From an optimization exercise on the open Yosys and OpenROAD flow, aimed at small area and a short achievable clock period; shortcuts taken in it are not production practice.
RTL that was checked went through simulation tests only; none was proved equivalent to the original.
Power and IR drop assume default switching activity.

## the reference run
==> module output_buffer, before the edit <==
module output_buffer
(
	input  logic     clock,
	input  logic     reset,
	input  neuron_pe_pkg::pe_step_t step,
	input  logic     output_ctrl,
	input  neuron_pe_pkg::pe_word_t acc,
	output neuron_pe_pkg::pe_word_t data_out
);
	neuron_pe_pkg::pe_word_t mem [4];
	neuron_pe_pkg::out_idx_t wr_ptr;
	neuron_pe_pkg::out_idx_t wr_ptr_nxt;
	logic [4-1:0] rd_hot;
	logic     full;
	logic     push;
	logic     pop;
	assign push = step.commit && (step.held == neuron_pe_pkg::op_act || step.held == neuron_pe_pkg::op_act_clr) && !full;
	assign pop  = step.commit && (step.held == neuron_pe_pkg::op_idle) && output_ctrl;
	assign wr_ptr_nxt = wr_ptr + neuron_pe_pkg::out_idx_t'(1);
	always_ff @(posedge clock)
	begin
		if (reset)
		begin
			wr_ptr <= '0;
			rd_hot <= 4'(1);
			full   <= 1'b0;
		end
		else
		begin
			if (push)
			begin
				wr_ptr <= wr_ptr_nxt;
				if (rd_hot[wr_ptr_nxt])
					full <= 1'b1;
			end
			if (pop)
				rd_hot <= {rd_hot[4-2:0], rd_hot[4-1]};
		end
	end
	always_ff @(posedge clock)
	begin
		if (push)
			mem[wr_ptr] <= acc;
	end
	always_comb
	begin
		data_out = '0;
		for (int i = 0; i < 4; i++)
			data_out = data_out | (mem[i] & {32{rd_hot[i]}});
	end
endmodule
Settings: LEC_CHECK=0, CAP_MARGIN=20, CORE_MARGIN=2, CORE_UTILIZATION=40, CTS_BUF_LIST=sky130_fd_sc_hd__clkbuf_8, CTS_CLUSTER_DIAMETER=50, CTS_CLUSTER_SIZE=20, SETUP_SLACK_MARGIN=4.5, SLEW_MARGIN=20, TNS_END_PERCENT=1; clock period 8.0 ns.
run.sh (not shown) runs the stock make flow with config.mk's settings and CLKGATE_MAP_FILE= SYNTH_SCRIPT=/design/flow/synth_recipe.tcl, a recipe that flattens the netlist after the stock synthesis.
The reference run: flow completed, timing, DRC and antenna clean
> inputs changed (the reference run -> the trial run)
==> flow/design.v, changed modules only <==
module output_buffer
(
	input  logic     clock,
	input  logic     reset,
	input  neuron_pe_pkg::pe_step_t step,
	input  logic     output_ctrl,
	input  neuron_pe_pkg::pe_word_t acc,
	output neuron_pe_pkg::pe_word_t data_out
);
	neuron_pe_pkg::pe_word_t mem [4];
	neuron_pe_pkg::out_idx_t wr_ptr;
	neuron_pe_pkg::out_idx_t wr_ptr_nxt;
	neuron_pe_pkg::out_idx_t rd_ptr;
	neuron_pe_pkg::out_idx_t rd_ptr_nxt;
	logic     full;
	logic     push;
	logic     pop;
	assign push = step.commit && (step.held == neuron_pe_pkg::op_act || step.held == neuron_pe_pkg::op_act_clr) && !full;
	assign pop  = step.commit && (step.held == neuron_pe_pkg::op_idle) && output_ctrl;
	assign wr_ptr_nxt = wr_ptr + neuron_pe_pkg::out_idx_t'(1);
	assign rd_ptr_nxt = rd_ptr + neuron_pe_pkg::out_idx_t'(1);
	always_ff @(posedge clock)
	begin
		if (reset)
		begin
			wr_ptr <= '0;
			rd_ptr <= '0;
			full   <= 1'b0;
		end
		else
		begin
			if (push)
			begin
				wr_ptr <= wr_ptr_nxt;
				if (wr_ptr_nxt == rd_ptr)
					full <= 1'b1;
			end
			if (pop)
				rd_ptr <= rd_ptr_nxt;
		end
	end
	always_ff @(posedge clock)
	begin
		if (push)
			mem[wr_ptr] <= acc;
	end
	assign data_out = mem[rd_ptr];
endmodule
Findings:
Against the reference run, pre-CTS setup slack in the trial run came out better.
Comparing first-pass GRT wire length for the trial run and the reference run, the bigger number came from the reference run.
Changes observed in the trial run relative to the reference run: layout filler cell count shows a reduction of about 1.4%, aggregate negative setup slack shows no meaningful change, post-layout worst setup margin shows a reduction of 0.13 ns, post-layout minimum cycle time shows an increase of 0.13 ns.
Sort the trial run and the reference run by all-layer global routing usage asc -> top: the trial run
~same net switching share of the total power in the trial run and the reference run
Taking the reference run as the reference, in the trial run proportion of cell area occupied by multi-input gates closely matched the old numbers; routability congestion estimate decreased by 0.0058 relative to the old numbers; number of global-route vias before repair decreased by 2.0% relative to the old numbers; final cell count without fillers decreased by about 1.8% relative to the old numbers.
Uppermost layer routed = met4: the reference run; uppermost layer routed = met5: the trial run
For the trial run, only the layout was checked, not whether the RTL still works.

-- what the ideal ports hide --
The results above use ideal ports. As a check the final layouts listed here were re-extracted and re-timed, cells and wires unchanged.
Step 1 assumes that a clkbuf_16 drives the clock port and a buf_2 every other input.
Step 2 times the ports against the registers' clock, not the clock port: input delays grow and output delays shrink by t, the midpoint of the rising clock arrivals with the driver on.
Three values: ideal, step 1, step 2; two values: the first two.
| run | t (ns) | setup WS [ns] | hold WS [ns] | worst setup path after step 2 | cell pins on the clock port's net |
|---|---|---|---|---|---|
| the reference run | 0.846 | 4.295 / 4.255 / 3.583 | 0.476 / 0.476 / 0.476 | input to register | 1 |
| the trial run | 0.847 | 4.164 / 4.096 / 3.640 | 0.460 / 0.460 / 0.460 | input to register | 1 |
After both steps every run listed still meets setup and hold. The setup slack of the reference run, which loses most, moves by -0.040 ns with the drivers and by -0.712 ns with both steps.
